Source: an optimization exercise on an open RTL-to-GDS flow (aim: small area). Production flows keep margins and buffers that such runs may drop.
The RTL was checked by simulation tests, not by an equivalence proof against the original design.
Power is estimated from default activity; no workload was simulated.

## dcache
module dcache (
    input  logic        CLK,
    input  logic        nRST,
    input  logic        cpu_ren,
    input  logic        cpu_wen,
    input  logic [31:0] cpu_addr,
    input  logic [31:0] cpu_store,
    output logic        cpu_hit,
    output logic [31:0] cpu_load,
    output logic        mem_ren,
    output logic        mem_wen,
    output logic [31:0] mem_addr,
    output logic [31:0] mem_store,
    input  logic        mem_busy,
    input  logic [31:0] mem_load
);
Size: ~2,300 cells after synthesis, about 1,600 flip-flops, about 200 I/O pins, about 35,000 um2 of cells after synthesis.
clock: 10.0 ns
lec_check: 0
abc_area: 1
cap_margin: 20
core_margin: 2
core_utilization: 70
cts_buf_list: sky130_fd_sc_hd__clkbuf_4 sky130_fd_sc_hd__clkbuf_8
cts_cluster_diameter: 60
place_density: 0.85
slew_margin: 20
run.sh (not shown) runs the stock make flow with config.mk's settings and CLKGATE_MAP_FILE= SYNTH_SCRIPT=/design/flow/synth_recipe.tcl, a recipe that flattens the netlist after the stock synthesis.
The starting point completed without violations.
Next try:
Settings changed: ABC_AREA 1 to default, CORE_UTILIZATION 70 to 40, CTS_BUF_LIST sky130_fd_sc_hd__clkbuf_4 sky130_fd_sc_hd__clkbuf_8 to default, CTS_CLUSTER_DIAMETER 60 to default, PLACE_DENSITY 0.85 to 0.6.
The changed run finished with timing, DRC and antenna clean.
Worst hold slack gets better by 0.014 ns.
Non-clock buffer count came out lower by 4.
Cell count stays flat.
Next try:
==> flow/flow/run.sh (new file) <==
#!/bin/bash
# Standard layout with two changes: port buffers are the smallest buffer,
# and clock tree synthesis adds no dummy loads.
set -euo pipefail
export BUFFER_PORTS_ARGS="-buffer_cell sky130_fd_sc_hd__buf_1"
export CTS_ARGS="-sink_clustering_enable -repair_clock_nets -dont_use_dummy_load -buf_list sky130_fd_sc_hd__clkbuf_8 -sink_clustering_size 20 -sink_clustering_max_diameter 60"
bash standard.sh finish > standard_flow.log 2>&1
==> flow/standard.sh (new file) <==
#!/bin/bash
# synth_recipe.tcl (not shown) runs the flow's synth.tcl, then flattens the netlist and writes it again
# the make line also repeats each setting of config.mk as NAME=value (left out here)
make -C /OpenROAD-flow-scripts/flow DESIGN_CONFIG=/design/flow/config.mk WORK_HOME=/design/flow/orfs CLKGATE_MAP_FILE= SYNTH_SCRIPT=/design/flow/synth_recipe.tcl "${@:-finish}"
removed: flow/run.sh
What happened:
- The new run finished clean
- power decreases by about 24%
- die area does not change
- non-clock buffer count decreases by 1
- count of clock-buffer cells in the layout decreases by 111
- area after synthesis does not change
- wire length decreases by 6.1%
Next try:
==> flow/run.sh (new file) <==
#!/bin/bash
# synth_recipe.tcl (not shown) runs the flow's synth.tcl, then flattens the netlist and writes it again
# the make line also repeats each setting of config.mk as NAME=value (left out here)
make -C /OpenROAD-flow-scripts/flow DESIGN_CONFIG=/design/flow/config.mk WORK_HOME=/design/flow/orfs CLKGATE_MAP_FILE= SYNTH_SCRIPT=/design/flow/synth_recipe.tcl finish
Settings changed: ABC_AREA from default to 1, CORE_UTILIZATION 40 to 60, CTS_BUF_LIST from default to sky130_fd_sc_hd__clkbuf_8, CTS_CLUSTER_SIZE from default to 30, PLACE_DENSITY 0.6 to 0.75.
removed: flow/flow/run.sh
removed: flow/standard.sh
After rerunning: The changed run ran to the end with no violations; final area went up by roughly a tenth; clock power came out higher by well over a third; power is higher by a quarter to a third; routed wire length went up by a quarter to a third; synthesized cell count increases by about a fifth; sequential power goes down slightly; die area drops by a quarter to a third; worst setup slack loses 0.92 ns; global-route usage went up by 9.0 points; synthesized area grows slightly.
Next try:
==> flow/flow/run.sh (new file) <==
#!/bin/bash
# Standard layout with two changes: port buffers are the smallest buffer,
# and clock tree synthesis adds no dummy loads.
set -euo pipefail
export BUFFER_PORTS_ARGS="-buffer_cell sky130_fd_sc_hd__buf_1"
export CTS_ARGS="-sink_clustering_enable -repair_clock_nets -dont_use_dummy_load"
bash standard.sh finish > standard_flow.log 2>&1
==> flow/standard.sh (new file) <==
#!/bin/bash
# synth_recipe.tcl (not shown) runs the flow's synth.tcl, then flattens the netlist and writes it again
# the make line also repeats each setting of config.mk as NAME=value (left out here)
make -C /OpenROAD-flow-scripts/flow DESIGN_CONFIG=/design/flow/config.mk WORK_HOME=/design/flow/orfs CLKGATE_MAP_FILE= SYNTH_SCRIPT=/design/flow/synth_recipe.tcl "${@:-finish}"
Settings changed: ABC_AREA 1 to default, CORE_UTILIZATION 60 to 40, CTS_BUF_LIST sky130_fd_sc_hd__clkbuf_8 to default, CTS_CLUSTER_SIZE 30 to default, PLACE_DENSITY 0.75 to 0.6.
removed: flow/run.sh
What happened: Cell area decreases by a few percent. Die area increases by well over a third. Setup slack gets better by 0.91 ns. Non-clock buffer count decreases by 4. Sequential power increases slightly. Critical path depth decreases by 5. Via count decreases by about a fifth. Routed wire length decreases by about a fifth. Clock-buffer cell count decreases by 129. Flip-flop and latch count does not change. Synthesized area decreases slightly.

* * *

== run 1 ==
The RTL this note starts from:
==> flow/design.v <==
package cachePkg;
    typedef logic [31:0] word_t;
    typedef logic [31:0] addr_t;
    typedef logic [25:0] tag_t;    
    typedef logic [2:0] index_t;   
    typedef struct packed {
        logic ren;
        logic wen;
        addr_t addr;
        word_t store;
    } cpuReq_t;
    typedef struct packed {
        logic hit;       
        word_t load;
    } cpuResp_t;
    typedef struct packed {
        logic ren;
        logic wen;
        addr_t addr;
        word_t store;
    } memReq_t;
    typedef struct packed {
        logic busy;      
        word_t load;
    } memResp_t;
    typedef enum logic [2:0] {
        compareTag,
        writeBack0,
        writeBack1,
        allocate0,
        allocate1
    } ctrlState_t;
endpackage
`timescale 1ns/1ns
module dcache (
    input  logic        CLK,
    input  logic        nRST,
    input  logic        cpu_ren,
    input  logic        cpu_wen,
    input  logic [31:0] cpu_addr,
    input  logic [31:0] cpu_store,
    output logic        cpu_hit,
    output logic [31:0] cpu_load,
    output logic        mem_ren,
    output logic        mem_wen,
    output logic [31:0] mem_addr,
    output logic [31:0] mem_store,
    input  logic        mem_busy,
    input  logic [31:0] mem_load
);
    localparam logic [3:0] S_CMP = 4'b0000;    
    localparam logic [3:0] S_VIC = 4'b0001;    
    localparam logic [3:0] S_WB0 = 4'b1000;    
    localparam logic [3:0] S_WBW = 4'b0010;    
    localparam logic [3:0] S_WB1 = 4'b1001;    
    localparam logic [3:0] S_RD0 = 4'b1100;    
    localparam logic [3:0] S_FW0 = 4'b0101;    
    localparam logic [3:0] S_RD1 = 4'b1101;    
    localparam logic [3:0] S_FW1 = 4'b0100;    
    localparam logic [3:0] S_TAG = 4'b0011;    
    logic [3:0]  state;
    logic [4:0]  t;
    logic        seen;       
    logic        ready;      
    logic        wbWord;     
    logic [25:0] atag;       
    logic [31:0] buffer;     
    logic [25:0] tags  [16];
    logic [7:0]  both;
    logic [15:0] dirty;
    logic [7:0]  lru;
    logic [31:0] words [32];
    logic [25:0] reqTag;
    logic [2:0]  reqIndex;
    logic        reqWord;
    logic        request;
    assign reqTag = cpu_addr[31:6];
    assign reqIndex = cpu_addr[5:3];
    assign reqWord = cpu_addr[2];
    assign request = cpu_ren || cpu_wen;
    logic [25:0] tagOut;
    logic        validOut;   
    logic        bothOut;
    logic        dirtyOut;
    logic        lruOut;
    logic [31:0] wordOut;
    assign tagOut = tags[15];
    assign bothOut = both[7] && ready;
    assign dirtyOut = dirty[15];
    assign lruOut = lru[7] && ready;
    assign validOut = bothOut || (!t[3] && lruOut);
    assign wordOut = words[31];
    logic setHere;       
    logic missNow;
    logic vicNow;
    logic tagWrite;      
    logic [25:0] newTag;
    logic victimHere;    
    logic fill;
    logic lineMatch;
    logic hit;
    logic fillOther;
    logic writeData;
    logic [31:0] newWord;
    assign setHere = (t[2:0] == reqIndex);
    assign victimHere = setHere && (t[3] == lruOut);    
    assign fillOther = (state == S_FW0) && victimHere && (t[4] != reqWord);
    assign fill = (state == S_FW1) && victimHere && (t[4] == reqWord);
    assign missNow = (state == S_CMP) && request && setHere && !lineMatch && seen;
    assign vicNow = (missNow || (state == S_VIC)) && victimHere;
    assign tagWrite = (vicNow && !(bothOut && dirtyOut)) || ((state == S_TAG) && victimHere);
    assign newTag = tagWrite ? reqTag : tagOut;
    assign lineMatch = fill || ((state == S_CMP) && validOut && (tagOut == reqTag));
    assign hit = request && setHere && lineMatch && (t[4] == reqWord);
    assign writeData = fillOther || fill || (hit && cpu_wen);
    logic takeStore;
    assign takeStore = cpu_wen && !fillOther;
    assign newWord = ({32{!writeData}} & wordOut)
                   | ({32{writeData && takeStore}} & cpu_store)
                   | ({32{writeData && !takeStore}} & buffer);
    assign cpu_hit = hit;
    assign cpu_load = newWord;
    always_ff @(posedge CLK) begin
        words[0] <= newWord;
        for (int i = 1; i < 32; i++) words[i] <= words[i-1];
        tags[0] <= newTag;
        for (int i = 1; i < 16; i++) tags[i] <= tags[i-1];
        dirty <= {dirty[14:0], (hit && cpu_wen) || (!fill && dirtyOut)};
    end
    always_ff @(posedge CLK) begin
        both <= {both[6:0], (fill && t[3]) || bothOut};
        lru <= {lru[6:0], hit ? !t[3] : lruOut};
    end
    logic memDone;
    assign memDone = !mem_busy;
    always_ff @(posedge CLK, negedge nRST) begin
        if (!nRST) begin
            state <= S_CMP;
            t <= '0;
            seen <= 1'b0;
            ready <= 1'b0;
        end else begin
            t <= t + 5'd1;
            if (t == 5'd15) ready <= 1'b1;
            seen <= 1'b0;
            case (state)
                S_CMP: begin
                    if (request) begin
                        seen <= setHere ? !lineMatch && !seen : seen;
                        if (missNow) begin
                            state <= !vicNow ? S_VIC : (bothOut && dirtyOut) ? S_WB0 : S_RD0;
                        end
                    end
                end
                S_VIC: begin
                    if (vicNow) begin
                        state <= (bothOut && dirtyOut) ? S_WB0 : S_RD0;
                    end
                end
                S_WB0: begin
                    if (memDone) state <= (victimHere && t[4] != wbWord) ? S_WB1 : S_WBW;
                end
                S_WBW: begin
                    if (victimHere && t[4] != wbWord) state <= S_WB1;
                end
                S_WB1: begin
                    if (memDone) state <= S_TAG;
                end
                S_TAG: begin
                    if (victimHere) state <= S_RD0;
                end
                S_RD0: begin
                    if (memDone) state <= S_FW0;
                end
                S_FW0: begin
                    if (fillOther) state <= memDone ? S_FW1 : S_RD1;
                end
                S_RD1: begin
                    if (memDone) state <= S_FW1;
                end
                S_FW1: begin
                    if (fill) state <= S_CMP;
                end
                default: state <= S_CMP;
            endcase
        end
    end
    logic takeWord;
    logic takeLoad;
    assign takeWord = vicNow
                   || ((state == S_WBW || (state == S_WB0 && memDone)) && victimHere && t[4] != wbWord);
    assign takeLoad = mem_ren && memDone;
    always_ff @(posedge CLK) begin
        if (state == S_CMP || state == S_VIC) begin
            wbWord <= t[4];
        end
        if (vicNow || ((state == S_TAG) && victimHere)) begin
            atag <= newTag;
        end
        if (takeWord || takeLoad) begin
            buffer <= ({32{takeWord}} & wordOut) | ({32{!takeWord}} & mem_load);
        end
    end
    logic writeBack;
    assign writeBack = state[3] && !state[2];
    assign mem_wen = writeBack;
    assign mem_ren = (state[3] && state[2]) || fillOther;
    assign mem_addr = {atag, reqIndex,
                       state[0] ^ (writeBack ? wbWord : !reqWord),
                       2'b00};
    assign mem_store = buffer;
endmodule
export LEC_CHECK = 0
export ABC_AREA = 1
export CAP_MARGIN = 20
export CORE_MARGIN = 2
export CORE_UTILIZATION = 70
export PLACE_DENSITY = 0.8
export SLEW_MARGIN = 20
create_clock -name core_clock -period 10.0 [get_ports {CLK}]
standard.sh (not shown) runs the stock make flow with config.mk's settings and CLKGATE_MAP_FILE= SYNTH_SCRIPT=/design/flow/synth_recipe.tcl, a recipe that flattens the netlist after the stock synthesis.
==> flow/flow/run.sh <==
#!/bin/bash
# Standard layout with three changes: after floorplanning, OpenROAD's
# restructure remaps the combinational logic for area; port buffers are the
# smallest buffer; clock tree synthesis adds no dummy loads and uses small
# clusters of clkbuf_8 leaf buffers; clock nets may also use met2, whose
# lower capacitance keeps the clock-pin slew down.
set -euo pipefail
export BUFFER_PORTS_ARGS="-buffer_cell sky130_fd_sc_hd__buf_1"
export MIN_CLK_ROUTING_LAYER=met2
export CTS_ARGS="-sink_clustering_enable -repair_clock_nets -dont_use_dummy_load -buf_list sky130_fd_sc_hd__clkbuf_8 -sink_clustering_size 20 -sink_clustering_max_diameter 50"
bash standard.sh floorplan > standard_floorplan.log 2>&1
R=orfs/results/$FLOW_PLATFORM/dcache/base
cp $R/2_floorplan.odb $R/2_floorplan_pre_restructure.odb
# restructure maps onto this library only: the platform's, less its don't-use cells
python3 flow/filter_lib.py $FLOW_HOME/platforms/$FLOW_PLATFORM/lib/sky130_fd_sc_hd__tt_025C_1v80.lib restructure.lib > filter_lib.log 2>&1
mkdir -p restructure_work
openroad -no_init -threads ${NUM_CORES:-4} -exit flow/restructure.tcl > restructure.log 2>&1
# keep the restructured design only if it uses no don't-use cell
if grep -q "^restructure check: ok" restructure.log; then
  cp $R/2_floorplan_restructured.odb $R/2_floorplan.odb
fi
bash standard.sh finish > standard_finish.log 2>&1
==> flow/flow/filter_lib.py <==
"""Copy a liberty file without the cells the platform marks don't-use."""
import re
import sys

DONT_USE = re.compile(r"sky130_fd_sc_hd__(probe_p_8|probec_p_8|lpflow_\w+)$")

src, dst = sys.argv[1], sys.argv[2]
text = open(src).read()
out = []
pos = 0
dropped = 0
for m in re.finditer(r'\n(\s*)cell\s*\(\s*"?(\w+)"?\s*\)\s*\{', text):
    if m.start() < pos:
        continue
    if not DONT_USE.match(m.group(2)):
        continue
    # find the matching closing brace of this cell group
    depth = 0
    i = m.end() - 1
    while True:
        c = text[i]
        if c == "{":
            depth += 1
        elif c == "}":
            depth -= 1
            if depth == 0:
                break
        i += 1
    out.append(text[pos:m.start()])
    pos = i + 1
    dropped += 1
out.append(text[pos:])
open(dst, "w").write("".join(out))
print(f"dropped {dropped} cells")
==> flow/flow/restructure.tcl <==
# Remap the combinational logic of the floorplanned design for area, onto
# the platform library less its don't-use cells.
set plat $::env(FLOW_HOME)/platforms/sky130hd
set r orfs/results/$::env(FLOW_PLATFORM)/dcache/base
read_liberty $plat/lib/sky130_fd_sc_hd__tt_025C_1v80.lib
read_db $r/2_floorplan_pre_restructure.odb
read_sdc $r/2_floorplan.sdc
source $plat/setRC.tcl
set_dont_use {sky130_fd_sc_hd__probe_p_8 sky130_fd_sc_hd__probec_p_8 sky130_fd_sc_hd__lpflow_*}
report_design_area
report_worst_slack -max
restructure -target area -liberty_file restructure.lib \
  -tielo_port sky130_fd_sc_hd__conb_1/LO -tiehi_port sky130_fd_sc_hd__conb_1/HI \
  -work_dir restructure_work -abc_logfile restructure_abc.log
report_design_area
report_worst_slack -max
set bad 0
foreach inst [[ord::get_db_block] getInsts] {
  set m [[$inst getMaster] getName]
  if {[regexp {^sky130_fd_sc_hd__(probe_p_8|probec_p_8|lpflow_.*)$} $m]} {
    puts "don't-use cell: [$inst getName] $m"
    incr bad
  }
}
if {$bad == 0} {
  write_db $r/2_floorplan_restructured.odb
  puts "restructure check: ok"
} else {
  puts "restructure check: failed"
}
Run 1 did not stop at any stage, and its layout met the timing, design-rule and antenna checks.
--- input diff run 1..run 2 ---
- removing ABC_AREA (formerly 1)
==> flow/flow/run.sh <==
#!/bin/bash
# Standard layout with three changes: after floorplanning, OpenROAD's
# restructure remaps the combinational logic for area; port buffers are the
# smallest buffer; clock tree synthesis adds no dummy loads and uses small
# clusters of clkbuf_8 leaf buffers.
set -euo pipefail
export BUFFER_PORTS_ARGS="-buffer_cell sky130_fd_sc_hd__buf_1"
export CTS_ARGS="-sink_clustering_enable -repair_clock_nets -dont_use_dummy_load -buf_list sky130_fd_sc_hd__clkbuf_8 -sink_clustering_size 20 -sink_clustering_max_diameter 50"
bash standard.sh floorplan > standard_floorplan.log 2>&1
R=orfs/results/$FLOW_PLATFORM/dcache/base
cp $R/2_floorplan.odb $R/2_floorplan_pre_restructure.odb
mkdir -p restructure_work
openroad -no_init -threads ${NUM_CORES:-4} -exit flow/restructure.tcl > restructure.log 2>&1
bash standard.sh finish > standard_finish.log 2>&1
==> flow/flow/restructure.tcl <==
# Remap the combinational logic of the floorplanned design for area.
set plat $::env(FLOW_HOME)/platforms/sky130hd
set lib $plat/lib/sky130_fd_sc_hd__tt_025C_1v80.lib
set r orfs/results/$::env(FLOW_PLATFORM)/dcache/base
read_liberty $lib
read_db $r/2_floorplan_pre_restructure.odb
read_sdc $r/2_floorplan.sdc
source $plat/setRC.tcl
set_dont_use {sky130_fd_sc_hd__probe_p_8 sky130_fd_sc_hd__probec_p_8 sky130_fd_sc_hd__lpflow_*}
report_design_area
report_worst_slack -max
restructure -target area -liberty_file $lib \
  -tielo_port sky130_fd_sc_hd__conb_1/LO -tiehi_port sky130_fd_sc_hd__conb_1/HI \
  -work_dir restructure_work -abc_logfile restructure_abc.log
report_design_area
report_worst_slack -max
write_db $r/2_floorplan.odb
removed: flow/flow/filter_lib.py
==> comparison <==
The flow did not stop early for run 2: all stages ran, and the layout cleared the timing, design-rule and antenna checks. Note that the detailed placement HPWL recorded for run 2 amounts to 0.948 times the value seen in run 1. Run 1 → run 2: clock skew level, number of hold-slack violations in the final timing report level, number of max-slew violations in the final report level. Higher share of the clock period used by the worst path after layout goes to run 1 over run 2. On final standard cell count with taps included and fillers excluded, run 2 tracks run 1 almost exactly. Comparing design area for run 2 and run 1, the bigger number came from run 2. Of run 2 and run 1, run 2 shows the lower share of the final layout cell area in sequential cells, with run 1 above it.
Setup changes, run 2 to run 3
- putting ABC_AREA at 1 where nothing was set
--- a/flow/flow/run.sh
+++ b/flow/flow/run.sh
@@ -7,3 +7,3 @@
 export BUFFER_PORTS_ARGS="-buffer_cell sky130_fd_sc_hd__buf_1"
-export CTS_ARGS="-sink_clustering_enable -repair_clock_nets -dont_use_dummy_load -buf_list sky130_fd_sc_hd__clkbuf_8 -sink_clustering_size 20 -sink_clustering_max_diameter 50"
+export CTS_ARGS="-sink_clustering_enable -repair_clock_nets -dont_use_dummy_load -buf_list sky130_fd_sc_hd__clkbuf_8 -sink_clustering_size 18 -sink_clustering_max_diameter 50"
 bash standard.sh floorplan > standard_floorplan.log 2>&1
@@ -11,4 +11,10 @@
 cp $R/2_floorplan.odb $R/2_floorplan_pre_restructure.odb
+# restructure maps onto this library only: the platform's, less its don't-use cells
+python3 flow/filter_lib.py $FLOW_HOME/platforms/$FLOW_PLATFORM/lib/sky130_fd_sc_hd__tt_025C_1v80.lib restructure.lib > filter_lib.log 2>&1
 mkdir -p restructure_work
 openroad -no_init -threads ${NUM_CORES:-4} -exit flow/restructure.tcl > restructure.log 2>&1
+# keep the restructured design only if it uses no don't-use cell
+if grep -q "^restructure check: ok" restructure.log; then
+  cp $R/2_floorplan_restructured.odb $R/2_floorplan.odb
+fi
 bash standard.sh finish > standard_finish.log 2>&1
==> flow/flow/filter_lib.py (new file) <==
"""Copy a liberty file without the cells the platform marks don't-use."""
import re
import sys

DONT_USE = re.compile(r"sky130_fd_sc_hd__(probe_p_8|probec_p_8|lpflow_\w+)$")

src, dst = sys.argv[1], sys.argv[2]
text = open(src).read()
out = []
pos = 0
dropped = 0
for m in re.finditer(r'\n(\s*)cell\s*\(\s*"?(\w+)"?\s*\)\s*\{', text):
    if m.start() < pos:
        continue
    if not DONT_USE.match(m.group(2)):
        continue
    # find the matching closing brace of this cell group
    depth = 0
    i = m.end() - 1
    while True:
        c = text[i]
        if c == "{":
            depth += 1
        elif c == "}":
            depth -= 1
            if depth == 0:
                break
        i += 1
    out.append(text[pos:m.start()])
    pos = i + 1
    dropped += 1
out.append(text[pos:])
open(dst, "w").write("".join(out))
print(f"dropped {dropped} cells")
==> flow/flow/restructure.tcl <==
# Remap the combinational logic of the floorplanned design for area, onto
# the platform library less its don't-use cells.
set plat $::env(FLOW_HOME)/platforms/sky130hd
set r orfs/results/$::env(FLOW_PLATFORM)/dcache/base
read_liberty $plat/lib/sky130_fd_sc_hd__tt_025C_1v80.lib
read_db $r/2_floorplan_pre_restructure.odb
read_sdc $r/2_floorplan.sdc
source $plat/setRC.tcl
set_dont_use {sky130_fd_sc_hd__probe_p_8 sky130_fd_sc_hd__probec_p_8 sky130_fd_sc_hd__lpflow_*}
report_design_area
report_worst_slack -max
restructure -target area -liberty_file restructure.lib \
  -tielo_port sky130_fd_sc_hd__conb_1/LO -tiehi_port sky130_fd_sc_hd__conb_1/HI \
  -work_dir restructure_work -abc_logfile restructure_abc.log
report_design_area
report_worst_slack -max
set bad 0
foreach inst [[ord::get_db_block] getInsts] {
  set m [[$inst getMaster] getName]
  if {[regexp {^sky130_fd_sc_hd__(probe_p_8|probec_p_8|lpflow_.*)$} $m]} {
    puts "don't-use cell: [$inst getName] $m"
    incr bad
  }
}
if {$bad == 0} {
  write_db $r/2_floorplan_restructured.odb
  puts "restructure check: ok"
} else {
  puts "restructure check: failed"
}
[summary]
- Delta (run 3 minus run 2): portion of total power attributed to combinational logic now sits lower; die area now sits at about the same level; DRC violation total after the first TritonRoute iteration now sits lower; post-placement cell count now sits at about the same level; total chip power now sits higher.
- Diff run 2 -> run 3: met1 usage went down by 0.89 points, fmax went down by 7.0%.

## afterwards: timing with drivers on the ports
The results above use ideal ports. As a check the final layouts listed here were re-extracted and re-timed, cells and wires unchanged. Step 1 sets driving cells, clkbuf_16 on the clock port and buf_2 on the other inputs (assumed; they add their load-dependent delay and slew). Step 2 adds t to the input delays and takes it off the output delays; t is the mean of the earliest and latest rising clock arrival at the registers after step 1. Input paths then give back, and output paths get back, about the clock's delay inside the block. a / b / c = no drivers / after step 1 / after step 2; a / b = the first two.
run	shift t [ns]	slack for setup (ns)	slew at the worst register clock pin (ns)
the first run of note 1	0.889	1.759 / 1.727 / 1.727	0.08 / 0.08
the second run of note 1	0.764	2.512 / 2.487 / 2.487	0.06 / 0.06
the third run of note 1	0.734	3.246 / 3.225 / 3.225	0.11 / 0.11
the fourth run of note 1	0.861	2.330 / 2.301 / 2.301	0.07 / 0.07
the fifth run of note 1	0.740	3.235 / 3.213 / 3.213	0.06 / 0.06
run 1	0.701	1.768 / 1.749 / 1.749	0.11 / 0.11
run 2	0.715	2.366 / 2.336 / 2.336	0.12 / 0.12
run 3	0.708	1.792 / 1.772 / 1.772	0.10 / 0.10
After both steps setup and hold are still met in every run listed. The setup slack of the first run of note 1, which loses most, moves by -0.032 ns with the drivers and by -0.032 ns with both steps.
